From an optimization exercise on the open Yosys and OpenROAD flow, aimed at small area, a short achievable clock period and few clock cycles per item; shortcuts taken in it are not production practice.
No run shown here included a check of the RTL's function; only the layout flow was run.
Power is estimated from default activity; no workload was simulated.

## flow/run.sh

```bash
#!/bin/bash
# synth_recipe.tcl (not shown) runs the flow's synth.tcl, then flattens the netlist and writes it again
# the make line also repeats each setting of config.mk as NAME=value (left out here)
make -C /OpenROAD-flow-scripts/flow DESIGN_CONFIG=/design/flow/config.mk WORK_HOME=/design/flow/orfs CLKGATE_MAP_FILE= SYNTH_SCRIPT=/design/flow/synth_recipe.tcl finish
```

## flow/config.mk

```make
export PLATFORM = sky130hd
export DESIGN_NAME = nearest_palette_color_unit
export DESIGN_NICKNAME = nearest_palette_color_unit
export VERILOG_FILES = /design/flow/design.v
export SDC_FILE = /design/flow/constraint.sdc
export NUM_CORES = 4
export LEC_CHECK = 0
export CAP_MARGIN = 20
export CORE_MARGIN = 2
export CORE_UTILIZATION = 40
export SLEW_MARGIN = 20
```

## flow/constraint.sdc

```tcl
create_clock -name core_clock -period 5.5 [get_ports {clk_i}]
set_input_delay 1.1000 -clock core_clock [delete_from_list [all_inputs] [get_ports {clk_i}]]
set_output_delay 1.1000 -clock core_clock [all_outputs]
set_load 0.01 [all_outputs]
```

## flow/design.v

```verilog
package npc_pkg;
  localparam int unsigned NumColors = 22;
endpackage
module nearest_palette_color_unit #(
  parameter int unsigned PALETTE_SIZE = 22
) (
  input  logic        clk_i,
  input  logic        rst_ni,
  input  logic        cfg_we_i,
  input  logic [21:0] cfg_wdata_i,
  input  logic        pixel_valid_i,
  output logic        pixel_ready_o,
  input  logic [31:0] pixel_word_i,
  output logic        result_valid_o,
  input  logic        result_ready_i,
  output logic [4:0]  color_index_o,
  output logic        none_enabled_o
);
  logic [21:0] enable_mask_q;
  always_ff @(posedge clk_i or negedge rst_ni) begin
    if (!rst_ni) enable_mask_q <= 22'h3fffff;
    else if (cfg_we_i) enable_mask_q <= cfg_wdata_i;
  end
  logic ready_q;
  logic take_px;
  assign pixel_ready_o = ready_q;
  assign take_px = pixel_valid_i & ready_q;
  logic [23:0] px_q;
  logic [21:0] en_q;
  logic        v0_q;
  always_ff @(posedge clk_i) begin
    px_q <= pixel_word_i[23:0];
    en_q <= enable_mask_q;
  end
  always_ff @(posedge clk_i or negedge rst_ni) begin
    if (!rst_ni) v0_q <= 1'b0;
    else v0_q <= take_px;
  end
  logic [7:0] px_r, px_g, px_b;
  assign px_r = px_q[7:0];
  assign px_g = px_q[15:8];
  assign px_b = px_q[23:16];
  logic [7:0] mn_r_187;
  assign mn_r_187 = (px_r < 8'd187) ? px_r : 8'd187;
  logic [7:0] mn_r_102;
  assign mn_r_102 = (px_r < 8'd102) ? px_r : 8'd102;
  logic [7:0] mn_g_102;
  assign mn_g_102 = (px_g < 8'd102) ? px_g : 8'd102;
  logic [7:0] mn_b_102;
  assign mn_b_102 = (px_b < 8'd102) ? px_b : 8'd102;
  logic [7:0] mn_b_128;
  assign mn_b_128 = (px_b < 8'd128) ? px_b : 8'd128;
  logic [7:0] mn_g_128;
  assign mn_g_128 = (px_g < 8'd128) ? px_g : 8'd128;
  logic [7:0] mn_r_191;
  assign mn_r_191 = (px_r < 8'd191) ? px_r : 8'd191;
  logic [7:0] mn_r_146;
  assign mn_r_146 = (px_r < 8'd146) ? px_r : 8'd146;
  logic [7:0] mn_g_211;
  assign mn_g_211 = (px_g < 8'd211) ? px_g : 8'd211;
  logic [7:0] mn_b_202;
  assign mn_b_202 = (px_b < 8'd202) ? px_b : 8'd202;
  logic [7:0] mn_r_34;
  assign mn_r_34 = (px_r < 8'd34) ? px_r : 8'd34;
  logic [7:0] mn_g_139;
  assign mn_g_139 = (px_g < 8'd139) ? px_g : 8'd139;
  logic [7:0] mn_b_34;
  assign mn_b_34 = (px_b < 8'd34) ? px_b : 8'd34;
  logic [7:0] mn_r_64;
  assign mn_r_64 = (px_r < 8'd64) ? px_r : 8'd64;
  logic [7:0] mn_g_224;
  assign mn_g_224 = (px_g < 8'd224) ? px_g : 8'd224;
  logic [7:0] mn_b_208;
  assign mn_b_208 = (px_b < 8'd208) ? px_b : 8'd208;
  logic [7:0] mn_r_128;
  assign mn_r_128 = (px_r < 8'd128) ? px_r : 8'd128;
  logic [7:0] mn_r_186;
  assign mn_r_186 = (px_r < 8'd186) ? px_r : 8'd186;
  logic [7:0] mn_g_184;
  assign mn_g_184 = (px_g < 8'd184) ? px_g : 8'd184;
  logic [7:0] mn_b_108;
  assign mn_b_108 = (px_b < 8'd108) ? px_b : 8'd108;
  logic [7:0] mn_r_135;
  assign mn_r_135 = (px_r < 8'd135) ? px_r : 8'd135;
  logic [7:0] mn_g_206;
  assign mn_g_206 = (px_g < 8'd206) ? px_g : 8'd206;
  logic [7:0] mn_b_235;
  assign mn_b_235 = (px_b < 8'd235) ? px_b : 8'd235;
  logic [7:0] mn_r_143;
  assign mn_r_143 = (px_r < 8'd143) ? px_r : 8'd143;
  logic [7:0] mn_g_21;
  assign mn_g_21 = (px_g < 8'd21) ? px_g : 8'd21;
  logic [7:0] mn_r_144;
  assign mn_r_144 = (px_r < 8'd144) ? px_r : 8'd144;
  logic [7:0] mn_g_238;
  assign mn_g_238 = (px_g < 8'd238) ? px_g : 8'd238;
  logic [7:0] mn_b_144;
  assign mn_b_144 = (px_b < 8'd144) ? px_b : 8'd144;
  logic [7:0] mn_r_165;
  assign mn_r_165 = (px_r < 8'd165) ? px_r : 8'd165;
  logic [7:0] mn_g_42;
  assign mn_g_42 = (px_g < 8'd42) ? px_g : 8'd42;
  logic [7:0] mn_b_42;
  assign mn_b_42 = (px_b < 8'd42) ? px_b : 8'd42;
  logic [9:0] g0;
  assign g0 = 10'd382;   
  logic [9:0] g1;
  assign g1 = 10'(px_r) + 10'(px_g) + 10'(px_b) + 10'd0;   
  logic [9:0] g2;
  assign g2 = 10'(px_r) + 10'd255;   
  logic [9:0] g3;
  assign g3 = 10'(px_g) + 10'd255;   
  logic [9:0] g4;
  assign g4 = 10'(px_b) + 10'd255;   
  logic [9:0] g5;
  assign g5 = 10'(mn_r_187) + 10'd289;   
  logic [9:0] g6;
  assign g6 = 10'(mn_r_102) + 10'(mn_g_102) + 10'(mn_b_102) + 10'd229;   
  logic [9:0] g7;
  assign g7 = 10'(mn_b_128) + 10'd318;   
  logic [9:0] g8;
  assign g8 = 10'(mn_g_128) + 10'(mn_b_128) + 10'd254;   
  logic [9:0] g9;
  assign g9 = 10'(mn_r_191) + 10'(px_g) + 10'd159;   
  logic [9:0] g10;
  assign g10 = 10'(px_g) + 10'(px_b) + 10'd127;   
  logic [9:0] g11;
  assign g11 = 10'(mn_r_146) + 10'(mn_g_211) + 10'(mn_b_202) + 10'd103;   
  logic [9:0] g12;
  assign g12 = 10'(mn_r_34) + 10'(mn_g_139) + 10'(mn_b_34) + 10'd279;   
  logic [9:0] g13;
  assign g13 = 10'(mn_r_64) + 10'(mn_g_224) + 10'(mn_b_208) + 10'd134;   
  logic [9:0] g14;
  assign g14 = 10'(mn_r_128) + 10'd318;   
  logic [9:0] g15;
  assign g15 = 10'(mn_r_128) + 10'(mn_b_128) + 10'd254;   
  logic [9:0] g16;
  assign g16 = 10'(mn_r_186) + 10'(mn_g_184) + 10'(mn_b_108) + 10'd143;   
  logic [9:0] g17;
  assign g17 = 10'(mn_r_135) + 10'(mn_g_206) + 10'(mn_b_235) + 10'd94;   
  logic [9:0] g18;
  assign g18 = 10'(mn_r_143) + 10'(mn_g_21) + 10'd300;   
  logic [9:0] g19;
  assign g19 = 10'(mn_r_144) + 10'(mn_g_238) + 10'(mn_b_144) + 10'd119;   
  logic [9:0] g20;
  assign g20 = 10'(mn_r_165) + 10'(mn_g_42) + 10'(mn_b_42) + 10'd258;   
  logic [9:0] g21;
  assign g21 = 10'(px_r) + 10'(px_g) + 10'd127;   
  logic t1_0_sa;
  logic [10:0] t1_0_val;
  logic t1_0_v;
  logic [0:0] t1_0_idx;
  assign t1_0_sa = !en_q[1] | (en_q[0] & ({g0, 1'b1} >= {g1, 1'b0}));
  assign t1_0_val = t1_0_sa ? {g0, 1'b1} : {g1, 1'b0};
  assign t1_0_v = en_q[0] | en_q[1];
  assign t1_0_idx = !t1_0_sa;
  logic t1_1_sa;
  logic [10:0] t1_1_val;
  logic t1_1_v;
  logic [0:0] t1_1_idx;
  assign t1_1_sa = !en_q[3] | (en_q[2] & ({g2, 1'b0} >= {g3, 1'b0}));
  assign t1_1_val = t1_1_sa ? {g2, 1'b0} : {g3, 1'b0};
  assign t1_1_v = en_q[2] | en_q[3];
  assign t1_1_idx = !t1_1_sa;
  logic t1_2_sa;
  logic [10:0] t1_2_val;
  logic t1_2_v;
  logic [0:0] t1_2_idx;
  assign t1_2_sa = !en_q[5] | (en_q[4] & ({g4, 1'b0} >= {g5, 1'b0}));
  assign t1_2_val = t1_2_sa ? {g4, 1'b0} : {g5, 1'b0};
  assign t1_2_v = en_q[4] | en_q[5];
  assign t1_2_idx = !t1_2_sa;
  logic t1_3_sa;
  logic [10:0] t1_3_val;
  logic t1_3_v;
  logic [0:0] t1_3_idx;
  assign t1_3_sa = !en_q[7] | (en_q[6] & ({g6, 1'b1} >= {g7, 1'b1}));
  assign t1_3_val = t1_3_sa ? {g6, 1'b1} : {g7, 1'b1};
  assign t1_3_v = en_q[6] | en_q[7];
  assign t1_3_idx = !t1_3_sa;
  logic t1_4_sa;
  logic [10:0] t1_4_val;
  logic t1_4_v;
  logic [0:0] t1_4_idx;
  assign t1_4_sa = !en_q[9] | (en_q[8] & ({g8, 1'b1} >= {g9, 1'b1}));
  assign t1_4_val = t1_4_sa ? {g8, 1'b1} : {g9, 1'b1};
  assign t1_4_v = en_q[8] | en_q[9];
  assign t1_4_idx = !t1_4_sa;
  logic t1_5_sa;
  logic [10:0] t1_5_val;
  logic t1_5_v;
  logic [0:0] t1_5_idx;
  assign t1_5_sa = !en_q[11] | (en_q[10] & ({g10, 1'b1} >= {g11, 1'b0}));
  assign t1_5_val = t1_5_sa ? {g10, 1'b1} : {g11, 1'b0};
  assign t1_5_v = en_q[10] | en_q[11];
  assign t1_5_idx = !t1_5_sa;
  logic t1_6_sa;
  logic [10:0] t1_6_val;
  logic t1_6_v;
  logic [0:0] t1_6_idx;
  assign t1_6_sa = !en_q[13] | (en_q[12] & ({g12, 1'b0} >= {g13, 1'b1}));
  assign t1_6_val = t1_6_sa ? {g12, 1'b0} : {g13, 1'b1};
  assign t1_6_v = en_q[12] | en_q[13];
  assign t1_6_idx = !t1_6_sa;
  logic t1_7_sa;
  logic [10:0] t1_7_val;
  logic t1_7_v;
  logic [0:0] t1_7_idx;
  assign t1_7_sa = !en_q[15] | (en_q[14] & ({g14, 1'b1} >= {g15, 1'b1}));
  assign t1_7_val = t1_7_sa ? {g14, 1'b1} : {g15, 1'b1};
  assign t1_7_v = en_q[14] | en_q[15];
  assign t1_7_idx = !t1_7_sa;
  logic t1_8_sa;
  logic [10:0] t1_8_val;
  logic t1_8_v;
  logic [0:0] t1_8_idx;
  assign t1_8_sa = !en_q[17] | (en_q[16] & ({g16, 1'b1} >= {g17, 1'b1}));
  assign t1_8_val = t1_8_sa ? {g16, 1'b1} : {g17, 1'b1};
  assign t1_8_v = en_q[16] | en_q[17];
  assign t1_8_idx = !t1_8_sa;
  logic t1_9_sa;
  logic [10:0] t1_9_val;
  logic t1_9_v;
  logic [0:0] t1_9_idx;
  assign t1_9_sa = !en_q[19] | (en_q[18] & ({g18, 1'b1} >= {g19, 1'b1}));
  assign t1_9_val = t1_9_sa ? {g18, 1'b1} : {g19, 1'b1};
  assign t1_9_v = en_q[18] | en_q[19];
  assign t1_9_idx = !t1_9_sa;
  logic t1_10_sa;
  logic [10:0] t1_10_val;
  logic t1_10_v;
  logic [0:0] t1_10_idx;
  assign t1_10_sa = !en_q[21] | (en_q[20] & ({g20, 1'b0} >= {g21, 1'b1}));
  assign t1_10_val = t1_10_sa ? {g20, 1'b0} : {g21, 1'b1};
  assign t1_10_v = en_q[20] | en_q[21];
  assign t1_10_idx = !t1_10_sa;
  logic [10:0] r1_0_val;
  logic r1_0_v;
  logic [0:0] r1_0_idx;
  logic [10:0] r1_1_val;
  logic r1_1_v;
  logic [0:0] r1_1_idx;
  logic [10:0] r1_2_val;
  logic r1_2_v;
  logic [0:0] r1_2_idx;
  logic [10:0] r1_3_val;
  logic r1_3_v;
  logic [0:0] r1_3_idx;
  logic [10:0] r1_4_val;
  logic r1_4_v;
  logic [0:0] r1_4_idx;
  logic [10:0] r1_5_val;
  logic r1_5_v;
  logic [0:0] r1_5_idx;
  logic [10:0] r1_6_val;
  logic r1_6_v;
  logic [0:0] r1_6_idx;
  logic [10:0] r1_7_val;
  logic r1_7_v;
  logic [0:0] r1_7_idx;
  logic [10:0] r1_8_val;
  logic r1_8_v;
  logic [0:0] r1_8_idx;
  logic [10:0] r1_9_val;
  logic r1_9_v;
  logic [0:0] r1_9_idx;
  logic [10:0] r1_10_val;
  logic r1_10_v;
  logic [0:0] r1_10_idx;
  logic vs1_q;
  always_ff @(posedge clk_i) begin
    r1_0_val <= t1_0_val;
    r1_0_v <= t1_0_v;
    r1_0_idx <= t1_0_idx;
    r1_1_val <= t1_1_val;
    r1_1_v <= t1_1_v;
    r1_1_idx <= t1_1_idx;
    r1_2_val <= t1_2_val;
    r1_2_v <= t1_2_v;
    r1_2_idx <= t1_2_idx;
    r1_3_val <= t1_3_val;
    r1_3_v <= t1_3_v;
    r1_3_idx <= t1_3_idx;
    r1_4_val <= t1_4_val;
    r1_4_v <= t1_4_v;
    r1_4_idx <= t1_4_idx;
    r1_5_val <= t1_5_val;
    r1_5_v <= t1_5_v;
    r1_5_idx <= t1_5_idx;
    r1_6_val <= t1_6_val;
    r1_6_v <= t1_6_v;
    r1_6_idx <= t1_6_idx;
    r1_7_val <= t1_7_val;
    r1_7_v <= t1_7_v;
    r1_7_idx <= t1_7_idx;
    r1_8_val <= t1_8_val;
    r1_8_v <= t1_8_v;
    r1_8_idx <= t1_8_idx;
    r1_9_val <= t1_9_val;
    r1_9_v <= t1_9_v;
    r1_9_idx <= t1_9_idx;
    r1_10_val <= t1_10_val;
    r1_10_v <= t1_10_v;
    r1_10_idx <= t1_10_idx;
  end
  always_ff @(posedge clk_i or negedge rst_ni) begin
    if (!rst_ni) vs1_q <= 1'b0;
    else vs1_q <= v0_q;
  end
  logic t2_0_sa;
  logic [10:0] t2_0_val;
  logic t2_0_v;
  logic [1:0] t2_0_idx;
  assign t2_0_sa = !r1_1_v | (r1_0_v & (r1_0_val >= r1_1_val));
  assign t2_0_val = t2_0_sa ? r1_0_val : r1_1_val;
  assign t2_0_v = r1_0_v | r1_1_v;
  assign t2_0_idx = t2_0_sa ? {1'b0, r1_0_idx} : {1'b1, r1_1_idx};
  logic t2_1_sa;
  logic [10:0] t2_1_val;
  logic t2_1_v;
  logic [1:0] t2_1_idx;
  assign t2_1_sa = !r1_3_v | (r1_2_v & (r1_2_val >= r1_3_val));
  assign t2_1_val = t2_1_sa ? r1_2_val : r1_3_val;
  assign t2_1_v = r1_2_v | r1_3_v;
  assign t2_1_idx = t2_1_sa ? {1'b0, r1_2_idx} : {1'b1, r1_3_idx};
  logic t2_2_sa;
  logic [10:0] t2_2_val;
  logic t2_2_v;
  logic [1:0] t2_2_idx;
  assign t2_2_sa = !r1_5_v | (r1_4_v & (r1_4_val >= r1_5_val));
  assign t2_2_val = t2_2_sa ? r1_4_val : r1_5_val;
  assign t2_2_v = r1_4_v | r1_5_v;
  assign t2_2_idx = t2_2_sa ? {1'b0, r1_4_idx} : {1'b1, r1_5_idx};
  logic t2_3_sa;
  logic [10:0] t2_3_val;
  logic t2_3_v;
  logic [1:0] t2_3_idx;
  assign t2_3_sa = !r1_7_v | (r1_6_v & (r1_6_val >= r1_7_val));
  assign t2_3_val = t2_3_sa ? r1_6_val : r1_7_val;
  assign t2_3_v = r1_6_v | r1_7_v;
  assign t2_3_idx = t2_3_sa ? {1'b0, r1_6_idx} : {1'b1, r1_7_idx};
  logic t2_4_sa;
  logic [10:0] t2_4_val;
  logic t2_4_v;
  logic [1:0] t2_4_idx;
  assign t2_4_sa = !r1_9_v | (r1_8_v & (r1_8_val >= r1_9_val));
  assign t2_4_val = t2_4_sa ? r1_8_val : r1_9_val;
  assign t2_4_v = r1_8_v | r1_9_v;
  assign t2_4_idx = t2_4_sa ? {1'b0, r1_8_idx} : {1'b1, r1_9_idx};
  logic t3_0_sa;
  logic [10:0] t3_0_val;
  logic t3_0_v;
  logic [2:0] t3_0_idx;
  assign t3_0_sa = !t2_1_v | (t2_0_v & (t2_0_val >= t2_1_val));
  assign t3_0_val = t3_0_sa ? t2_0_val : t2_1_val;
  assign t3_0_v = t2_0_v | t2_1_v;
  assign t3_0_idx = t3_0_sa ? {1'b0, t2_0_idx} : {1'b1, t2_1_idx};
  logic t3_1_sa;
  logic [10:0] t3_1_val;
  logic t3_1_v;
  logic [2:0] t3_1_idx;
  assign t3_1_sa = !t2_3_v | (t2_2_v & (t2_2_val >= t2_3_val));
  assign t3_1_val = t3_1_sa ? t2_2_val : t2_3_val;
  assign t3_1_v = t2_2_v | t2_3_v;
  assign t3_1_idx = t3_1_sa ? {1'b0, t2_2_idx} : {1'b1, t2_3_idx};
  logic t3_2_sa;
  logic [10:0] t3_2_val;
  logic t3_2_v;
  logic [2:0] t3_2_idx;
  assign t3_2_sa = !r1_10_v | (t2_4_v & (t2_4_val >= r1_10_val));
  assign t3_2_val = t3_2_sa ? t2_4_val : r1_10_val;
  assign t3_2_v = t2_4_v | r1_10_v;
  assign t3_2_idx = t3_2_sa ? {1'b0, t2_4_idx} : {1'b1, {1'b0, r1_10_idx}};
  logic [10:0] r3_0_val;
  logic r3_0_v;
  logic [2:0] r3_0_idx;
  logic [10:0] r3_1_val;
  logic r3_1_v;
  logic [2:0] r3_1_idx;
  logic [10:0] r3_2_val;
  logic r3_2_v;
  logic [2:0] r3_2_idx;
  logic vs3_q;
  always_ff @(posedge clk_i) begin
    r3_0_val <= t3_0_val;
    r3_0_v <= t3_0_v;
    r3_0_idx <= t3_0_idx;
    r3_1_val <= t3_1_val;
    r3_1_v <= t3_1_v;
    r3_1_idx <= t3_1_idx;
    r3_2_val <= t3_2_val;
    r3_2_v <= t3_2_v;
    r3_2_idx <= t3_2_idx;
  end
  always_ff @(posedge clk_i or negedge rst_ni) begin
    if (!rst_ni) vs3_q <= 1'b0;
    else vs3_q <= vs1_q;
  end
  logic t4_0_sa;
  logic [10:0] t4_0_val;
  logic t4_0_v;
  logic [3:0] t4_0_idx;
  assign t4_0_sa = !r3_1_v | (r3_0_v & (r3_0_val >= r3_1_val));
  assign t4_0_val = t4_0_sa ? r3_0_val : r3_1_val;
  assign t4_0_v = r3_0_v | r3_1_v;
  assign t4_0_idx = t4_0_sa ? {1'b0, r3_0_idx} : {1'b1, r3_1_idx};
  logic t5_0_sa;
  logic [10:0] t5_0_val;
  logic t5_0_v;
  logic [4:0] t5_0_idx;
  assign t5_0_sa = !r3_2_v | (t4_0_v & (t4_0_val >= r3_2_val));
  assign t5_0_val = t5_0_sa ? t4_0_val : r3_2_val;
  assign t5_0_v = t4_0_v | r3_2_v;
  assign t5_0_idx = t5_0_sa ? {1'b0, t4_0_idx} : {1'b1, {1'b0, r3_2_idx}};
  logic [5:0] res;
  logic      res_v;
  assign res = {!t5_0_v, t5_0_idx};
  assign res_v = vs3_q;
  logic [4:0] q_v;
  logic [5:0] q0_q;
  logic [5:0] q1_q;
  logic [5:0] q2_q;
  logic [5:0] q3_q;
  logic [5:0] q4_q;
  logic take_res;
  assign take_res = q_v[0] & result_ready_i;
  assign result_valid_o = q_v[0];
  assign color_index_o = q0_q[4:0];
  assign none_enabled_o = q0_q[5];
  logic [4:0] sh_v;
  logic [4:0] nx_v;
  assign sh_v = take_res ? (q_v >> 1) : q_v;
  assign nx_v = sh_v | (res_v ? ((sh_v + 1'b1) & ~sh_v) : '0);
  always_ff @(posedge clk_i) begin
    q0_q <= sh_v[0] ? (take_res ? q1_q : q0_q) : res;
    q1_q <= sh_v[1] ? (take_res ? q2_q : q1_q) : res;
    q2_q <= sh_v[2] ? (take_res ? q3_q : q2_q) : res;
    q3_q <= sh_v[3] ? (take_res ? q4_q : q3_q) : res;
    q4_q <= sh_v[4] ? q4_q : res;
  end
  always_ff @(posedge clk_i or negedge rst_ni) begin
    if (!rst_ni) q_v <= '0;
    else q_v <= nx_v;
  end
  logic [3:0] occ_nx;
  always_comb begin
    occ_nx = 4'(take_px) + 4'($countones(nx_v));
    occ_nx = occ_nx + 4'(v0_q);
    occ_nx = occ_nx + 4'(vs1_q);
  end
  always_ff @(posedge clk_i or negedge rst_ni) begin
    if (!rst_ni) ready_q <= 1'b0;
    else ready_q <= occ_nx < 4'd5;
  end
endmodule
```

==> results of run 1 <==
[cells by family after synthesis]
| kind of cell | Yosys count |
|---|---|
| fa+ha+maj | 500 |
| simple gates | 552 |
| buf+inv | 525 |
| flops | 285 |
| other cells | 2 |
| mux | 191 |
| compound gates | 470 |
| xor+xnor | 123 |
[cell type report]
| cell class | count | area, µm² | share of cell area |
|---|---|---|---|
| clock buffer | 52 | 1050 | 0.0387 |
| sequential | 285 | 6200 | 0.228 |
| timing repair buffer | 164 | 1380 | 0.0508 |
| inverter | 440 | 1660 | 0.0610 |
| clock inverter | 16 | 175 | 0.00645 |
| multi-input combinational | 1859 | 15700 | 0.579 |
| tap | 773 | 967 | 0.0356 |
[routing by layer]
layer | part of all wire | GRT usage | vias to the layer above
met5 | 0 | 0 | -
met4 | 0.048 | 0.102 | 0
met3 | 0.045 | 0.0283 | 137
met2 | 0.46 | 0.388 | 442
met1 | 0.44 | 0.289 | 8999
li1 | - | - | 9187
[through the flow]
step / util / hold slack, ns / instances
after floorplan: - / 0.354 / 2669
after global placement: 0.438 / 0.359 / 3515
after detailed placement: 0.438 / 0.369 / 3515
after CTS: 0.460 / 0.384 / 3583
after global routing: 0.462 / 0.398 / 3589
final: 0.462 / 0.383 / 3589
[worst max-delay path, stage by stage, from the launching register on]
cell and delay (ns):
dfxtp_1 0.32, buf_4 0.23, nor2_2 0.24, nand2_1 0.09, a31oi_1 0.25, nand2_1 0.12
fa_1 0.45, fa_1 0.54, ha_1 0.32, a21o_1 0.16, a21oi_1 0.23, nor2b_1 0.08
o21a_1 0.19, o41ai_1 0.38, xnor2_1 0.19, ha_1 0.30, nand3_1 0.09, nor2_1 0.06
a21oi_1 0.12, nand3_1 0.16, nor2_4 0.24, mux2_2 0.37
[final timing paths]
kind / to / depth (start not counted)
hold / removal: vs3_q$_DFF_PN0_ / 0
min in group asynchronous: q_v[3]$_DFF_PN0_ / 2
hold reg to reg: vs3_q$_DFF_PN0_ / 0
setup / recovery: r1_3_val[1]$_DFF_P_ / 21
setup reg to reg: r1_3_val[1]$_DFF_P_ / 21
max in group asynchronous: ready_q$_DFF_PN0_ / 2
[Yosys cell counts (6+ instances only)]
cell type / n / area (µm²)
o41ai_1: 9 / 78.8
nand2b_1: 33 / 206
fa_1: 78 / 1560
dfxtp_1: 224 / 4480
inv_1: 436 / 1640
a21oi_1: 123 / 616
and2_1: 24 / 150
ha_1: 422 / 5280
o21bai_1: 20 / 150
xnor2_1: 87 / 762
a31oi_1: 16 / 100
buf_2: 15 / 75.1
o21a_1: 31 / 233
o221ai_1: 6 / 52.6
nand2_1: 201 / 754
or3_1: 8 / 50.1
o211ai_1: 11 / 82.6
buf_1: 9 / 33.8
nand3_1: 41 / 205
nor2b_1: 25 / 156
xor2_1: 35 / 307
o21ai_0: 98 / 490
mux2_2: 72 / 811
clkbuf_1: 60 / 225
edfxtp_1: 30 / 901
a21o_1: 61 / 458
mux2i_1: 118 / 1180
a211oi_1: 17 / 128
dfstp_2: 22 / 578
nor3_1: 27 / 135
nor2_1: 133 / 499
and3_1: 13 / 81.3
dfrtp_1: 9 / 225
o31ai_1: 25 / 188
or2_2: 23 / 144
[repair_timing]
action | CTS | global route
endpoints found under the setup margin | 5 | 68
gates resized for setup | 1 | 33
setup buffers | 0 | 6
pin swaps | 0 | 3
[report_power, final]
group	leakage (nW)	switching (mW)	internal [mW]	total, mW
clock	0.595	0.999	1.41	2.41
combinational	10.4	4.28	3.29	7.57
sequential	2.54	0.413	2.96	3.37
[registers in the layout (all words and copies together), names as in the netlist, 11 cells and up]
name / cells
enable_mask_q: 22
r1_6_val: 11
r3_1_val: 11
r3_2_val: 11
r1_0_val: 11
en_q: 22
px_q: 24
r3_0_val: 11
r1_5_val: 11
r1_10_val: 11
==> reports/qor.csv, run 1 <==
metric,value,unit
outcome,no timing/DRC/antenna violations,
ys_seq_area_frac,0.261,
cts_root_buf,clkbuf_16,
diodes,0,
routed-via-count,18765,
ys_types,78,
antenna_left,0,
final_cell_area,27200,µm²
cts_sinks,285,
finalMaxSlewViolations,0,
clock_latency,0.57,ns
fin_ws,0.233,ns
cts.clk_slew.worst_paths,0.06,ns
cts_tree,yes,
cts_made_buffers,37,
pin_count,67,
fp.dieW,248,µm
synth_cells,2648,
wire_per_inst,19.0,µm
start_kind,register,
tightestPinTransition,1.04,ns
synth_xor_area_frac,0.0457,
first_global_vias,19354,
grt_max_degree,32,
synth_top_family_by_area,adder cells,
synthFlopType,dfxtp_1,
fillers,5669,
avgSynthCellArea,8.97,µm²
worstPathArrival,5.71,ns
fmax,190,MHz
netlist_area,23700,µm²
yosysWarnings,1,
async_reset_ff_frac,0.109,
pre_cts_ws,0.00740,ns
die_height,248,µm
port_buffers,58,
clock_tree.buffer_depth,3,
final_cell_mix,"435 x inv_1, 422 x ha_1, 220 x dfxtp_1",
power_density,491,nW/µm²
area_delta_synth_final,14.5,%
worstHoldStart,vs1_q$_DFF_PN0_,
die_area,61300,µm²
rrSetupSlack,0.23,ns
hold_buffers,0,
vdd_ir_drop_max,275,µV
final_net_count,3346,
slew_headroom,0.304,
setup_viol,0,
overflow,0,
tns,0,ns
wirelength,68300,µm
min_period,5.27,ns
gp_congestion,0.926,
dr.pass1.iters,6,
core-area,58800,µm²
required,5.94,ns
antenna_found_initial,0,
vias_per_cell,5.23,
grt_pass1_wl,107000,µm
drt_iter0_drc,1079,
cp_max_fo,20,
cp-end-kind,register,
synth_mux_area_frac,0.0845,
num_rows,89,
crit_path_start,px_q[4]$_DFF_P_,
gr-usage-all-layers,0.228,
placed_area,25800,µm²
total_leakage_power,13.6,nW
r2r-start,px_q[4]$_DFF_P_,
ys_ff_latch,285,
htreeDepth,2,
dp_hpwl,56100,µm
initial_core_util,0.404,
synth-edff-count,30,
final-hold-violation-count,0,
layout_commonest_cell,inv_1,
critPathKind,register to register,
route.detailed.drc,0,
hold_path_class,register to register,
rsz0062_at_grt,no,
drv_cap,0,
period_share,0.958,
synth-compound-area-share,0.129,
yosys.area_share.simple,0.108,
synthAdderAreaFrac,0.288,
drive_gt1_frac,0.116,
power,13.4,mW
skew,0.0288,ns
==> run 2: changes to the inputs <==
--- a/flow/config.mk
+++ b/flow/config.mk
@@ -5,7 +5,9 @@
 export SDC_FILE = /design/flow/constraint.sdc
 export NUM_CORES = 4
 export LEC_CHECK = 0
+export ABC_CLOCK_PERIOD_IN_PS = 3000
 export CAP_MARGIN = 20
 export CORE_MARGIN = 2
 export CORE_UTILIZATION = 40
+export SETUP_SLACK_MARGIN = 2.5
 export SLEW_MARGIN = 20
==> run 2 against run 1 <==
Synthesized cell count is the same; largest cell class unchanged; design area up 22%; largest power group unchanged; cell count grew 7.5%; clock skew is 0.00063 ns lower; highest routed layer unchanged; flip-flop and latch count is the same; count of clock-buffer cells in the layout fell by 6; first-iteration DRC count increased by 11%; synthesized area is the same; fmax up 7.7%.
==> reports/qor.csv, run 2 <==
metric,value,unit
vdd_ir_drop_max,436,µV
crit_path_top_delay_cell,or4_4,
multiInputGateArea,18700,µm²
overflow,0,
core-area,58800,µm²
final-hold-violation-count,0,
dp_hpwl,56900,µm
cts_sinks,285,
grt_max_degree,32,
rsz0062_at_grt,yes,
area_delta_synth_final,39.1,%
synthFlopType,dfxtp_1,
clock_tree.buffer_depth,3,
netlist_area,23700,µm²
drive_gt1_frac,0.345,
power,18.3,mW
die_height,248,µm
hold_buffers,0,
wire_per_inst,20.0,µm
cts_root_buf,clkbuf_16,
synth-edff-count,30,
setup_viol,0,
htreeDepth,2,
layout.cells.non_filler,3857,
slowest_delay,0.58,ns
fp.dieW,248,µm
antenna_found_initial,1,
finalMaxSlewViolations,0,
gp_congestion,0.936,
port_buffers,58,
avgSynthCellArea,8.97,µm²
largest_reg_flops,24,
power_density,555,nW/µm²
routed-via-count,20274,
top_regs,"px_q (24), en_q (22), enable_mask_q (22)",
ys_ff_latch,285,
slew_headroom,0.597,
first_global_vias,21639,
hold_path_class,register to register,
fillers,5049,
cp_max_fo,4,
start_kind,register,
min_period,4.89,ns
register_area,6290,µm²
yosysMostFrequentCell,inv_1,
cts_made_buffers,35,
pin_count,67,
cts_tree,yes,
ys_seq_area_frac,0.261,
yosys-top-cells-count,"436 x inv_1, 422 x ha_1, 224 x dfxtp_1, 201 x nand2_1, 133 x nor2_1",
gr-usage-all-layers,0.254,
num_rows,89,
clock_latency,0.56,ns
total_leakage_power,15.6,nW
dp.cells,3482,
worstPathArrival,5.37,ns
pre_cts_ws,0.265,ns
ys_types,78,
tightestPinTransition,0.605,ns
final_cell_mix,"403 x inv_1, 354 x ha_1, 272 x buf_4",
cts.clk_slew.worst_paths,0.06,ns
yosysTopAreaCellShare,0.222,
drt_iter0_drc,1194,
wirelength,77100,µm
tns,0,ns
outcome,no timing/DRC/antenna violations,
route.detailed.drc,0,
fmax,205,MHz
vias_per_cell,5.26,
drv_cap,0,
antenna_left,0,
initial_core_util,0.404,
async_reset_ff_frac,0.109,
critPathKind,register to register,
cp-end-kind,register,
required,5.98,ns
period_share,0.889,
dr.pass1.iters,7,
fin_ws,0.610,ns
layout_commonest_cell,inv_1,
synth_cells,2648,
skew,0.0281,ns
final_net_count,3615,
grt_pass1_wl,119000,µm
synth_top_cell_by_area,ha_1,
max_flop_register,px_q,
yosysWarnings,1,
ys_top_cells_by_area,"ha_1 22%, dfxtp_1 19%, inv_1 6.9%",
die_area,61300,µm²
cpMostUsedCell,buf_4,
[run 2: final cells by class]
| type | instances | area share |
|---|---|---|
| multi-input combinational | 1861 | 0.567 |
| sequential | 285 | 0.190 |
| timing repair buffer | 433 | 0.122 |
| inverter | 440 | 0.0516 |
| clock buffer | 46 | 0.0305 |
| tap | 773 | 0.0293 |
| clock inverter | 18 | 0.00902 |
| antenna | 1 | 0.0000758 |
[run 2: metrics by stage]
step | instance area [µm²] | hold slack, ns | utilization
floorplan | 24700 | 0.354 | -
global placement | 26200 | 0.361 | 0.445
detailed placement | 26200 | 0.360 | 0.445
CTS | 31800 | 0.375 | 0.541
global route | 33000 | 0.399 | 0.562
finish | 33000 | 0.373 | 0.562
[run 2: worst max-delay path: cells and delay by family, from the launching register on]
kind | cells | cell delay (ns)
and+or+nand+nor | 3 | 0.89
DFF | 1 | 0.36
xor gates and xnor gates | 1 | 0.10
muxes | 1 | 0.13
adders and majority gates | 3 | 1.06
AOI/OAI and AO/OA | 5 | 0.63
buffers and inverters | 14 | 1.66
[run 2: layer usage]
| metal | track usage | share of wire | vias to the layer above |
|---|---|---|---|
| met2 | 0.443 | 0.48 | 585 |
| met5 | 0 | 0 | - |
| met4 | 0.109 | 0.050 | 0 |
| met1 | 0.312 | 0.41 | 9752 |
| met3 | 0.0388 | 0.055 | 203 |
| li1 | - | - | 9734 |
[run 2: cells by family after synthesis]
group,Yosys count,share of synthesized area
AOI/OAI and AO/OA,470,0.129
adders and majority gates,500,0.288
other,2,0.000316
and+or+nand+nor,552,0.108
DFF,285,0.261
buffers and inverters,525,0.0839
xor gates and xnor gates,123,0.0457
muxes,191,0.0845
[run 2: power by group]
group	switching (mW)	total, mW	internal, mW
logic	5.95	12.2	6.25
clock network	0.996	2.60	1.60
registers	0.550	3.54	2.99
[run 2: worst paths after layout]
path	cells past startpoint	to	start	slack, ns
setup / recovery	27	r1_6_val[10]$_DFF_P_	px_q[4]$_DFF_P_	0.61
hold / removal	0	vs1_q$_DFF_PN0_	v0_q$_DFF_PN0_	0.37
max in group asynchronous	2	q_v[0]$_DFF_PN0_	rst_ni	4.43
hold reg to reg	0	vs1_q$_DFF_PN0_	v0_q$_DFF_PN0_	0.37
setup reg to reg	27	r1_6_val[10]$_DFF_P_	px_q[4]$_DFF_P_	0.61
min in group asynchronous	2	ready_q$_DFF_PN0_	rst_ni	0.65
[run 2: repair_timing]
action | CTS | global route
pin swaps | 173 | 123
buffers inserted | 266 | 40
cloned | 4 | 0
endpoints found under the setup margin | 189 | 189
resized for setup | 502 | 179
endpoints found under the hold margin | 0 | 0
==> run 3: changes to the inputs <==
--- a/flow/design.v
+++ b/flow/design.v
@@ -16,6 +16,24 @@
   output logic [4:0]  color_index_o,
   output logic        none_enabled_o
 );
+  function automatic logic [1:0] cmp_join(input logic [1:0] hi, input logic [1:0] lo);
+    cmp_join = {hi[1] | (hi[0] & lo[1]), hi[1] | (hi[0] & lo[0])};
+  endfunction
+  function automatic logic ge11(input logic [10:0] x, input logic [10:0] y);
+    logic [21:0] p0;
+    logic [11:0] p1;
+    logic [5:0] p2;
+    logic [3:0] p3;
+    logic [1:0] r;
+    for (int k = 0; k < 11; k++) p0[2*k +: 2] = {x[k] & ~y[k], x[k] | ~y[k]};
+    for (int k = 0; k < 5; k++) p1[2*k +: 2] = cmp_join(p0[4*k+2 +: 2], p0[4*k +: 2]);
+    p1[11:10] = p0[21:20];
+    for (int k = 0; k < 3; k++) p2[2*k +: 2] = cmp_join(p1[4*k+2 +: 2], p1[4*k +: 2]);
+    p3[1:0] = cmp_join(p2[3:2], p2[1:0]);
+    p3[3:2] = p2[5:4];
+    r = cmp_join(p3[3:2], p3[1:0]);
+    ge11 = r[0];
+  endfunction
   logic [21:0] enable_mask_q;
   always_ff @(posedge clk_i or negedge rst_ni) begin
     if (!rst_ni) enable_mask_q <= 22'h3fffff;
@@ -150,7 +168,7 @@
   logic [10:0] t1_0_val;
   logic t1_0_v;
   logic [0:0] t1_0_idx;
-  assign t1_0_sa = !en_q[1] | (en_q[0] & ({g0, 1'b1} >= {g1, 1'b0}));
+  assign t1_0_sa = !en_q[1] | (en_q[0] & ge11({g0, 1'b1}, {g1, 1'b0}));
   assign t1_0_val = t1_0_sa ? {g0, 1'b1} : {g1, 1'b0};
   assign t1_0_v = en_q[0] | en_q[1];
   assign t1_0_idx = !t1_0_sa;
@@ -158,7 +176,7 @@
   logic [10:0] t1_1_val;
   logic t1_1_v;
   logic [0:0] t1_1_idx;
-  assign t1_1_sa = !en_q[3] | (en_q[2] & ({g2, 1'b0} >= {g3, 1'b0}));
+  assign t1_1_sa = !en_q[3] | (en_q[2] & ge11({g2, 1'b0}, {g3, 1'b0}));
   assign t1_1_val = t1_1_sa ? {g2, 1'b0} : {g3, 1'b0};
   assign t1_1_v = en_q[2] | en_q[3];
   assign t1_1_idx = !t1_1_sa;
@@ -166,7 +184,7 @@
   logic [10:0] t1_2_val;
   logic t1_2_v;
   logic [0:0] t1_2_idx;
-  assign t1_2_sa = !en_q[5] | (en_q[4] & ({g4, 1'b0} >= {g5, 1'b0}));
+  assign t1_2_sa = !en_q[5] | (en_q[4] & ge11({g4, 1'b0}, {g5, 1'b0}));
   assign t1_2_val = t1_2_sa ? {g4, 1'b0} : {g5, 1'b0};
   assign t1_2_v = en_q[4] | en_q[5];
   assign t1_2_idx = !t1_2_sa;
@@ -174,7 +192,7 @@
   logic [10:0] t1_3_val;
   logic t1_3_v;
   logic [0:0] t1_3_idx;
-  assign t1_3_sa = !en_q[7] | (en_q[6] & ({g6, 1'b1} >= {g7, 1'b1}));
+  assign t1_3_sa = !en_q[7] | (en_q[6] & ge11({g6, 1'b1}, {g7, 1'b1}));
   assign t1_3_val = t1_3_sa ? {g6, 1'b1} : {g7, 1'b1};
   assign t1_3_v = en_q[6] | en_q[7];
   assign t1_3_idx = !t1_3_sa;
@@ -182,7 +200,7 @@
   logic [10:0] t1_4_val;
   logic t1_4_v;
   logic [0:0] t1_4_idx;
-  assign t1_4_sa = !en_q[9] | (en_q[8] & ({g8, 1'b1} >= {g9, 1'b1}));
+  assign t1_4_sa = !en_q[9] | (en_q[8] & ge11({g8, 1'b1}, {g9, 1'b1}));
   assign t1_4_val = t1_4_sa ? {g8, 1'b1} : {g9, 1'b1};
   assign t1_4_v = en_q[8] | en_q[9];
   assign t1_4_idx = !t1_4_sa;
@@ -190,7 +208,7 @@
   logic [10:0] t1_5_val;
   logic t1_5_v;
   logic [0:0] t1_5_idx;
-  assign t1_5_sa = !en_q[11] | (en_q[10] & ({g10, 1'b1} >= {g11, 1'b0}));
+  assign t1_5_sa = !en_q[11] | (en_q[10] & ge11({g10, 1'b1}, {g11, 1'b0}));
   assign t1_5_val = t1_5_sa ? {g10, 1'b1} : {g11, 1'b0};
   assign t1_5_v = en_q[10] | en_q[11];
   assign t1_5_idx = !t1_5_sa;
@@ -198,7 +216,7 @@
   logic [10:0] t1_6_val;
   logic t1_6_v;
   logic [0:0] t1_6_idx;
-  assign t1_6_sa = !en_q[13] | (en_q[12] & ({g12, 1'b0} >= {g13, 1'b1}));
+  assign t1_6_sa = !en_q[13] | (en_q[12] & ge11({g12, 1'b0}, {g13, 1'b1}));
   assign t1_6_val = t1_6_sa ? {g12, 1'b0} : {g13, 1'b1};
   assign t1_6_v = en_q[12] | en_q[13];
   assign t1_6_idx = !t1_6_sa;
@@ -206,7 +224,7 @@
   logic [10:0] t1_7_val;
   logic t1_7_v;
   logic [0:0] t1_7_idx;
-  assign t1_7_sa = !en_q[15] | (en_q[14] & ({g14, 1'b1} >= {g15, 1'b1}));
+  assign t1_7_sa = !en_q[15] | (en_q[14] & ge11({g14, 1'b1}, {g15, 1'b1}));
   assign t1_7_val = t1_7_sa ? {g14, 1'b1} : {g15, 1'b1};
   assign t1_7_v = en_q[14] | en_q[15];
   assign t1_7_idx = !t1_7_sa;
@@ -214,7 +232,7 @@
   logic [10:0] t1_8_val;
   logic t1_8_v;
   logic [0:0] t1_8_idx;
-  assign t1_8_sa = !en_q[17] | (en_q[16] & ({g16, 1'b1} >= {g17, 1'b1}));
+  assign t1_8_sa = !en_q[17] | (en_q[16] & ge11({g16, 1'b1}, {g17, 1'b1}));
   assign t1_8_val = t1_8_sa ? {g16, 1'b1} : {g17, 1'b1};
   assign t1_8_v = en_q[16] | en_q[17];
   assign t1_8_idx = !t1_8_sa;
@@ -222,7 +240,7 @@
   logic [10:0] t1_9_val;
   logic t1_9_v;
   logic [0:0] t1_9_idx;
-  assign t1_9_sa = !en_q[19] | (en_q[18] & ({g18, 1'b1} >= {g19, 1'b1}));
+  assign t1_9_sa = !en_q[19] | (en_q[18] & ge11({g18, 1'b1}, {g19, 1'b1}));
   assign t1_9_val = t1_9_sa ? {g18, 1'b1} : {g19, 1'b1};
   assign t1_9_v = en_q[18] | en_q[19];
   assign t1_9_idx = !t1_9_sa;
@@ -230,7 +248,7 @@
   logic [10:0] t1_10_val;
   logic t1_10_v;
   logic [0:0] t1_10_idx;
-  assign t1_10_sa = !en_q[21] | (en_q[20] & ({g20, 1'b0} >= {g21, 1'b1}));
+  assign t1_10_sa = !en_q[21] | (en_q[20] & ge11({g20, 1'b0}, {g21, 1'b1}));
   assign t1_10_val = t1_10_sa ? {g20, 1'b0} : {g21, 1'b1};
   assign t1_10_v = en_q[20] | en_q[21];
   assign t1_10_idx = !t1_10_sa;
@@ -311,7 +329,7 @@
   logic [10:0] t2_0_val;
   logic t2_0_v;
   logic [1:0] t2_0_idx;
-  assign t2_0_sa = !r1_1_v | (r1_0_v & (r1_0_val >= r1_1_val));
+  assign t2_0_sa = !r1_1_v | (r1_0_v & ge11(r1_0_val, r1_1_val));
   assign t2_0_val = t2_0_sa ? r1_0_val : r1_1_val;
   assign t2_0_v = r1_0_v | r1_1_v;
   assign t2_0_idx = t2_0_sa ? {1'b0, r1_0_idx} : {1'b1, r1_1_idx};
@@ -319,7 +337,7 @@
   logic [10:0] t2_1_val;
   logic t2_1_v;
   logic [1:0] t2_1_idx;
-  assign t2_1_sa = !r1_3_v | (r1_2_v & (r1_2_val >= r1_3_val));
+  assign t2_1_sa = !r1_3_v | (r1_2_v & ge11(r1_2_val, r1_3_val));
   assign t2_1_val = t2_1_sa ? r1_2_val : r1_3_val;
   assign t2_1_v = r1_2_v | r1_3_v;
   assign t2_1_idx = t2_1_sa ? {1'b0, r1_2_idx} : {1'b1, r1_3_idx};
@@ -327,7 +345,7 @@
   logic [10:0] t2_2_val;
   logic t2_2_v;
   logic [1:0] t2_2_idx;
-  assign t2_2_sa = !r1_5_v | (r1_4_v & (r1_4_val >= r1_5_val));
+  assign t2_2_sa = !r1_5_v | (r1_4_v & ge11(r1_4_val, r1_5_val));
   assign t2_2_val = t2_2_sa ? r1_4_val : r1_5_val;
   assign t2_2_v = r1_4_v | r1_5_v;
   assign t2_2_idx = t2_2_sa ? {1'b0, r1_4_idx} : {1'b1, r1_5_idx};
@@ -335,7 +353,7 @@
   logic [10:0] t2_3_val;
   logic t2_3_v;
   logic [1:0] t2_3_idx;
-  assign t2_3_sa = !r1_7_v | (r1_6_v & (r1_6_val >= r1_7_val));
+  assign t2_3_sa = !r1_7_v | (r1_6_v & ge11(r1_6_val, r1_7_val));
   assign t2_3_val = t2_3_sa ? r1_6_val : r1_7_val;
   assign t2_3_v = r1_6_v | r1_7_v;
   assign t2_3_idx = t2_3_sa ? {1'b0, r1_6_idx} : {1'b1, r1_7_idx};
@@ -343,7 +361,7 @@
   logic [10:0] t2_4_val;
   logic t2_4_v;
   logic [1:0] t2_4_idx;
-  assign t2_4_sa = !r1_9_v | (r1_8_v & (r1_8_val >= r1_9_val));
+  assign t2_4_sa = !r1_9_v | (r1_8_v & ge11(r1_8_val, r1_9_val));
   assign t2_4_val = t2_4_sa ? r1_8_val : r1_9_val;
   assign t2_4_v = r1_8_v | r1_9_v;
   assign t2_4_idx = t2_4_sa ? {1'b0, r1_8_idx} : {1'b1, r1_9_idx};
@@ -351,7 +369,7 @@
   logic [10:0] t3_0_val;
   logic t3_0_v;
   logic [2:0] t3_0_idx;
-  assign t3_0_sa = !t2_1_v | (t2_0_v & (t2_0_val >= t2_1_val));
+  assign t3_0_sa = !t2_1_v | (t2_0_v & ge11(t2_0_val, t2_1_val));
   assign t3_0_val = t3_0_sa ? t2_0_val : t2_1_val;
   assign t3_0_v = t2_0_v | t2_1_v;
   assign t3_0_idx = t3_0_sa ? {1'b0, t2_0_idx} : {1'b1, t2_1_idx};
@@ -359,7 +377,7 @@
   logic [10:0] t3_1_val;
   logic t3_1_v;
   logic [2:0] t3_1_idx;
-  assign t3_1_sa = !t2_3_v | (t2_2_v & (t2_2_val >= t2_3_val));
+  assign t3_1_sa = !t2_3_v | (t2_2_v & ge11(t2_2_val, t2_3_val));
   assign t3_1_val = t3_1_sa ? t2_2_val : t2_3_val;
   assign t3_1_v = t2_2_v | t2_3_v;
   assign t3_1_idx = t3_1_sa ? {1'b0, t2_2_idx} : {1'b1, t2_3_idx};
@@ -367,7 +385,7 @@
   logic [10:0] t3_2_val;
   logic t3_2_v;
   logic [2:0] t3_2_idx;
-  assign t3_2_sa = !r1_10_v | (t2_4_v & (t2_4_val >= r1_10_val));
+  assign t3_2_sa = !r1_10_v | (t2_4_v & ge11(t2_4_val, r1_10_val));
   assign t3_2_val = t3_2_sa ? t2_4_val : r1_10_val;
   assign t3_2_v = t2_4_v | r1_10_v;
   assign t3_2_idx = t3_2_sa ? {1'b0, t2_4_idx} : {1'b1, {1'b0, r1_10_idx}};
@@ -400,7 +418,7 @@
   logic [10:0] t4_0_val;
   logic t4_0_v;
   logic [3:0] t4_0_idx;
-  assign t4_0_sa = !r3_1_v | (r3_0_v & (r3_0_val >= r3_1_val));
+  assign t4_0_sa = !r3_1_v | (r3_0_v & ge11(r3_0_val, r3_1_val));
   assign t4_0_val = t4_0_sa ? r3_0_val : r3_1_val;
   assign t4_0_v = r3_0_v | r3_1_v;
   assign t4_0_idx = t4_0_sa ? {1'b0, r3_0_idx} : {1'b1, r3_1_idx};
@@ -408,7 +426,7 @@
   logic [10:0] t5_0_val;
   logic t5_0_v;
   logic [4:0] t5_0_idx;
-  assign t5_0_sa = !r3_2_v | (t4_0_v & (t4_0_val >= r3_2_val));
+  assign t5_0_sa = !r3_2_v | (t4_0_v & ge11(t4_0_val, r3_2_val));
   assign t5_0_val = t5_0_sa ? t4_0_val : r3_2_val;
   assign t5_0_v = t4_0_v | r3_2_v;
   assign t5_0_idx = t5_0_sa ? {1'b0, t4_0_idx} : {1'b1, {1'b0, r3_2_idx}};
--- a/flow/config.mk
+++ b/flow/config.mk
@@ -5,9 +5,10 @@
 export SDC_FILE = /design/flow/constraint.sdc
 export NUM_CORES = 4
 export LEC_CHECK = 0
-export ABC_CLOCK_PERIOD_IN_PS = 3000
+export ABC_AREA = 1
+export ABC_CLOCK_PERIOD_IN_PS = 3500
 export CAP_MARGIN = 20
 export CORE_MARGIN = 2
 export CORE_UTILIZATION = 40
-export SETUP_SLACK_MARGIN = 2.5
+export SETUP_SLACK_MARGIN = 1.5
 export SLEW_MARGIN = 20
==> run 3 against run 2 <==
Flip-flop and latch count unchanged; synthesized area is 4.0% lower; non-clock buffer count is 144 lower; count of clock-buffer cells in the layout rose by 4; sequential power decreased by 1%.
==> reports/qor.csv, run 3 <==
metric,value,unit
num_rows,87,
yosysTopAreaCellShare,0.197,
layout_commonest_cell,nand2_1,
antenna_left,0,
final-hold-violation-count,0,
rrSetupSlack,1.18,ns
drt_iter0_drc,1679,
largest_reg_flops,24,
final_cell_area,29000,µm²
synthFlopType,dfxtp_1,
utilization,0.514,
power,13.7,mW
skew,0.0193,ns
ys_top_cells_by_area,"dfxtp_1 20%, nand2_1 15%, ha_1 12%",
hold_path_class,register to register,
finalMaxSlewViolations,0,
drv_cap,0,
die_height,243,µm
top_regs,"px_q (24), en_q (22), enable_mask_q (22)",
synth_cells,3238,
final_cell_mix,"814 x nand2_1, 538 x inv_1, 201 x dfxtp_1",
dp.cells,4031,
fmax,231,MHz
die_area,58900,µm²
required,5.93,ns
yosysMostFrequentCell,nand2_1,
cp_max_fo,7,
vdd_ir_drop_max,268,µV
tns,0,ns
placed_area,24400,µm²
vias_per_cell,4.99,
htreeDepth,2,
cts.clk_slew.worst_paths,0.06,ns
route.detailed.drc,0,
cts_sinks,285,
outcome,no timing/DRC/antenna violations,
initial_core_util,0.404,
start_kind,register,
drive_gt1_frac,0.208,
grt_pass1_wl,107000,µm
cts_made_buffers,36,
yosys-top-cells-count,"883 x nand2_1, 582 x inv_1, 231 x nor2_1, 227 x ha_1, 224 x dfxtp_1",
max_flop_register,px_q,
ys_seq_area_frac,0.271,
ys_types,65,
wire_per_inst,16.7,µm
yosysWarnings,1,
power_density,474,nW/µm²
gp_congestion,0.999,
dp_hpwl,52300,µm
synth-edff-count,30,
tightestPinTransition,0.815,ns
period_share,0.786,
cts_root_buf,clkbuf_16,
ys_ff_latch,285,
overflow,0,
diodes,0,
worstPathArrival,4.75,ns
synth_top_cell_by_area,dfxtp_1,
pin_count,67,
layout.cells.non_filler,4296,
core-area,56400,µm²
setup_viol,0,
min_period,4.32,ns
routed-via-count,21434,
total_leakage_power,14.8,nW
area_delta_synth_final,27.1,%
gr-usage-all-layers,0.231,
antenna_found_initial,0,
clock_tree.buffer_depth,3,
netlist_area,22800,µm²
critPathKind,register to register,
final_net_count,3876,
port_buffers,58,
avgSynthCellArea,7.04,µm²
rsz0062_at_grt,yes,
fillers,5422,
grt_max_degree,32,
clock_latency,0.56,ns
fp.dieW,243,µm
cts_tree,yes,
cp-end-kind,register,
async_reset_ff_frac,0.109,
slew_headroom,0.457,
dr.pass1.iters,7,
first_global_vias,19889,
wirelength,71600,µm
==> run 3: path summary, 6_finish.rpt <==
check | from | end | cells past startpoint
worst min-delay path | v0_q$_DFF_PN0_ | vs1_q$_DFF_PN0_ | 0
max in group asynchronous | rst_ni | enable_mask_q[20]$_DFFE_PN1P_ | 2
worst min register to register | v0_q$_DFF_PN0_ | vs1_q$_DFF_PN0_ | 0
worst max-delay path | px_q[1]$_DFF_P_ | r1_8_val[5]$_DFF_P_ | 26
min in group asynchronous | rst_ni | ready_q$_DFF_PN0_ | 2
worst max register to register | px_q[1]$_DFF_P_ | r1_8_val[5]$_DFF_P_ | 26
==> run 3: worst max-delay path, stage by stage (launching register included) <==
cell and delay [ns]:
dfxtp_4 0.36, buf_12 0.14, nor2_4 0.12, inv_2 0.09, a21oi_4 0.24, inv_2 0.14
nor2_4 0.15, ha_4 0.21, fa_1 0.47, inv_1 0.04, ha_2 0.19, fa_2 0.38
buf_4 0.15, xor2_1 0.28, nor2_1 0.06, o21ai_0 0.16, nand2_1 0.07, o221ai_1 0.07
o211ai_1 0.12, nand2_1 0.09, o211ai_1 0.09, nand3_1 0.14, a21oi_4 0.09, buf_6 0.13
buf_12 0.12, nand2_4 0.04, o21ai_2 0.05
==> run 3: cell families after synthesis <==
| family | after synthesis | share of synthesized area |
|---|---|---|
| AND/OR/NAND/NOR | 1409 | 0.258 |
| multiplexers | 26 | 0.0127 |
| AO/OA/AOI/OAI | 424 | 0.105 |
| flip-flops | 285 | 0.271 |
| other | 2 | 0.000329 |
| XOR/XNOR | 108 | 0.0418 |
| adder cells (fa/ha/maj) | 308 | 0.194 |
| buffers and inverters | 676 | 0.117 |
==> run 3: what timing repair did <==
item / in CTS / in global routing
setup buffers: 140 / 48
pin swaps: 101 / 145
resized for setup: 304 / 221
endpoints found under the setup margin: 85 / 101
hold endpoints to repair: 0 / 0
gates cloned: 8 / 3
hold buffers: 0 / 0
==> run 3: area by class of cell <==
type                    instances  area [µm²]  share of cell area
repair buffers                289        2590              0.0894
multi-input cells            2300       15600               0.538
inverters                     597        2320              0.0802
clock inverters                16         233             0.00803
clock buffers                  50         995              0.0343
flip-flops and latches        285        6270               0.216
well taps                     756         946              0.0326
repair inverters                3        25.0            0.000863
==> run 3: power breakdown <==
group,leakage (nW),switching [mW],total (mW),internal [mW]
Sequential,2.55,0.548,3.49,2.94
Clock,0.592,0.976,2.45,1.48
Combinational,11.7,4.76,7.80,3.04
==> run 3: metal layers <==
| metal | part of all wire | global-route usage | up-vias | routed length [µm] |
|---|---|---|---|---|
| li1 | - | - | 10682 | - |
| met1 | 0.43 | 0.306 | 9717 | 30900 |
| met2 | 0.44 | 0.375 | 766 | 31700 |
| met3 | 0.072 | 0.0356 | 269 | 5150 |
| met4 | 0.053 | 0.0982 | 0 | 3830 |
| met5 | 0 | 0 | - | 0 |
==> run 3: stage by stage <==
stage	hold slack (ns)	setup WS, ns
floorplan	0.354	1.41
global placement	0.359	0.519
detailed placement	0.360	0.468
CTS	0.373	1.34
global route	0.393	0.954
finish	0.373	1.18
==> run 4: changes to the inputs <==
--- a/flow/config.mk
+++ b/flow/config.mk
@@ -6,9 +6,8 @@
 export NUM_CORES = 4
 export LEC_CHECK = 0
 export ABC_AREA = 1
-export ABC_CLOCK_PERIOD_IN_PS = 3500
+export ABC_CLOCK_PERIOD_IN_PS = 4000
 export CAP_MARGIN = 20
 export CORE_MARGIN = 2
 export CORE_UTILIZATION = 40
-export SETUP_SLACK_MARGIN = 1.5
 export SLEW_MARGIN = 20
==> run 4 against run 3 <==
Setup slack got worse by 0.62 ns; cell count decreased by 4.4%; combinational power decreased by 14%; via count decreased by 7.7%; critical path depth decreased by 3; first-iteration DRC count decreased by 15%; hold slack improved by 0.0025 ns.
==> reports/qor.csv, run 4 <==
metric,value,unit
hold_path_class,register to register,
port_buffers,58,
worstPathArrival,5.37,ns
die_height,243,µm
required,5.93,ns
clock_latency,0.57,ns
core-area,56400,µm²
yosysTopAreaCellShare,0.197,
cts_root_buf,clkbuf_16,
cts.clk_slew.worst_paths,0.06,ns
final-hold-violation-count,0,
tightestPinTransition,0.831,ns
synth-edff-count,30,
ys_types,65,
diodes,0,
grt_pass1_wl,101000,µm
htreeDepth,2,
cts_resized,0,
start_kind,register,
crit_path_end,r1_3_val[9]$_DFF_P_,
gr-usage-all-layers,0.220,
drv_cap,0,
rsz0062_at_grt,no,
synth_top_cell_by_area,dfxtp_1,
cts_sinks,285,
largest_reg_flops,24,
routed-via-count,19786,
pin_count,67,
ys_ff_latch,285,
initial_core_util,0.404,
yosysMostFrequentCell,nand2_1,
critPathKind,register to register,
overflow,0,
dr.pass1.iters,6,
setup_viol,0,
total_leakage_power,13.7,nW
async_reset_ff_frac,0.109,
top_regs,"px_q (24), en_q (22), enable_mask_q (22)",
skew,0.0335,ns
die_area,58900,µm²
slew_headroom,0.446,
yosysWarnings,1,
register_area,6190,µm²
tns,0,ns
antenna_left,0,
gp_congestion,1.01,
area_delta_synth_final,12.2,%
netlist_area,22800,µm²
layout_commonest_cell,nand2_1,
min_period,4.94,ns
ys_seq_area_frac,0.271,
cts_tree,yes,
max_flop_register,px_q,
yosys-top-cells-count,"883 x nand2_1, 582 x inv_1, 231 x nor2_1, 227 x ha_1, 224 x dfxtp_1",
r2r-start,px_q[12]$_DFF_P_,
cp-end-kind,register,
grt_max_degree,32,
multiInputGateArea,14000,µm²
outcome,no timing/DRC/antenna violations,
rrSetupSlack,0.56,ns
wire_per_inst,15.7,µm
final_net_count,3689,
synthFlopType,dfxtp_1,
cp_max_fo,9,
vdd_ir_drop_max,379,µV
first_global_vias,18490,
clock_tree.buffer_depth,3,
finalMaxSlewViolations,0,
route.detailed.drc,0,
wirelength,64300,µm
r2r_cells,23,
worst_r2r_endpoint,r1_3_val[9]$_DFF_P_,
hold_buffers,0,
post-cts-setup-buffers,0,
drive_gt1_frac,0.0713,
power_density,492,nW/µm²
cts_made_buffers,36,
ys_top_cells_by_area,"dfxtp_1 20%, nand2_1 15%, ha_1 12%",
utilization,0.454,
vias_per_cell,4.82,
synth_cells,3238,
period_share,0.898,
num_rows,87,
drt_iter0_drc,1428,
final_cell_mix,"883 x nand2_1, 582 x inv_1, 231 x nor2_1",
fmax,202,MHz
antenna_found_initial,0,
dp_hpwl,52700,µm
power,12.6,mW
fp.dieW,243,µm
crit_path_start,px_q[12]$_DFF_P_,
fillers,5881,
avgSynthCellArea,7.04,µm²
==> run 4: per-stage QoR <==
step	cell area, µm²	setup WS [ns]	instances	hold slack, ns
after detailed placement	24400	0.458	4043	0.366
after global routing	25600	0.127	4108	0.398
after CTS	25600	0.667	4108	0.379
after global placement	24400	0.474	4043	0.359
final	25600	0.559	4108	0.375
after floorplan	22900	1.00	3254	0.354
==> run 4: final cells by class <==
type / count / share of cell area
Tap cell: 756 / 0.0370
Clock buffer: 50 / 0.0404
Inverter: 597 / 0.0876
Timing Repair Buffer: 112 / 0.0382
Multi-Input combinational cell: 2293 / 0.548
Clock inverter: 15 / 0.00734
Sequential cell: 285 / 0.242
==> run 4: worst min-delay path by stage <==
stage / start / to / slack (ns) / cells past startpoint
3_5_place_dp: vs1_q$_DFF_PN0_ / vs3_q$_DFF_PN0_ / 0.37 / 0
3_3_place_gp: v0_q$_DFF_PN0_ / vs1_q$_DFF_PN0_ / 0.36 / 0
5_1_grt: v0_q$_DFF_PN0_ / vs1_q$_DFF_PN0_ / 0.40 / 0
2_1_floorplan: v0_q$_DFF_PN0_ / vs1_q$_DFF_PN0_ / 0.35 / 0
4_1_cts: vs1_q$_DFF_PN0_ / vs3_q$_DFF_PN0_ / 0.38 / 0
6_report: vs1_q$_DFF_PN0_ / vs3_q$_DFF_PN0_ / 0.38 / 0
==> run 4: worst max-delay path: stages (launching register included) <==
cell	delay, ns
dfxtp_1	0.69
buf_4	0.27
nor2_1	0.07
a211oi_1	0.40
nor2_1	0.13
inv_1	0.13
nor2_1	0.05
ha_1	0.30
inv_1	0.05
fa_1	0.47
ha_1	0.36
a21oi_1	0.16
nand2_1	0.09
a21oi_1	0.15
o21bai_1	0.11
a21oi_1	0.26
o21ai_0	0.14
xor2_1	0.21
o2111ai_1	0.14
nand3_1	0.10
nand2_1	0.05
nand2_1	0.07
inv_1	0.11
or2_2	0.28
==> run 4: cell families after synthesis <==
| group | Yosys count | share of synthesized area |
|---|---|---|
| flip-flops | 285 | 0.271 |
| adder cells (fa/ha/maj) | 308 | 0.194 |
| multiplexers | 26 | 0.0127 |
| buffers and inverters | 676 | 0.117 |
| XOR/XNOR | 108 | 0.0418 |
| other | 2 | 0.000329 |
| AO/OA/AOI/OAI | 424 | 0.105 |
| AND/OR/NAND/NOR | 1409 | 0.258 |
==> run 4: layer usage <==
layer | wire length, µm | part of all wire | track usage | vias up
met4 | 2530 | 0.039 | 0.0812 | 0
met5 | 0 | 0 | 0 | -
li1 | - | - | - | 10296
met3 | 3600 | 0.056 | 0.0304 | 141
met1 | 30100 | 0.47 | 0.303 | 8828
met2 | 28000 | 0.44 | 0.350 | 521
==> run 4: report_power, final <==
group,total (mW),internal [mW],switching (mW)
logic,6.68,2.42,4.26
registers,3.48,2.95,0.536
clock network,2.42,1.47,0.953
total,12.6,6.83,5.75

-- afterwards: timing with drivers on the ports --
How much do the figures lean on ideal ports? The routed layouts below were timed once more, with nothing changed but the port constraints.
Step 1, drivers: a clkbuf_16 drives clk_i and a buf_2 each remaining input, both assumed.
Step 2 moves the port delays by t, midway between the first and last clock arrival at a register: inputs arrive t later, outputs are due t later. That takes back most of the time a late clock gives input paths.
Slacks: no drivers / after step 1 / after step 2; pairs: no drivers / after step 1.
| run | shift t [ns] | setup WS [ns] | worst setup path after step 2 |
|---|---|---|---|
| run 1 | 0.615 | 0.233 / 0.233 / 0.233 | register to register |
| run 2 | 0.605 | 0.610 / 0.610 / 0.610 | register to register |
| run 3 | 0.607 | 1.179 / 1.179 / 1.075 | input to register |
| run 4 | 0.611 | 0.559 / 0.559 / 0.423 | input to register |
After both steps setup and hold are still met in every run listed. For run 4, which loses most, drivers alone change the setup slack by 0.000 ns; drivers and shift together by -0.136 ns.
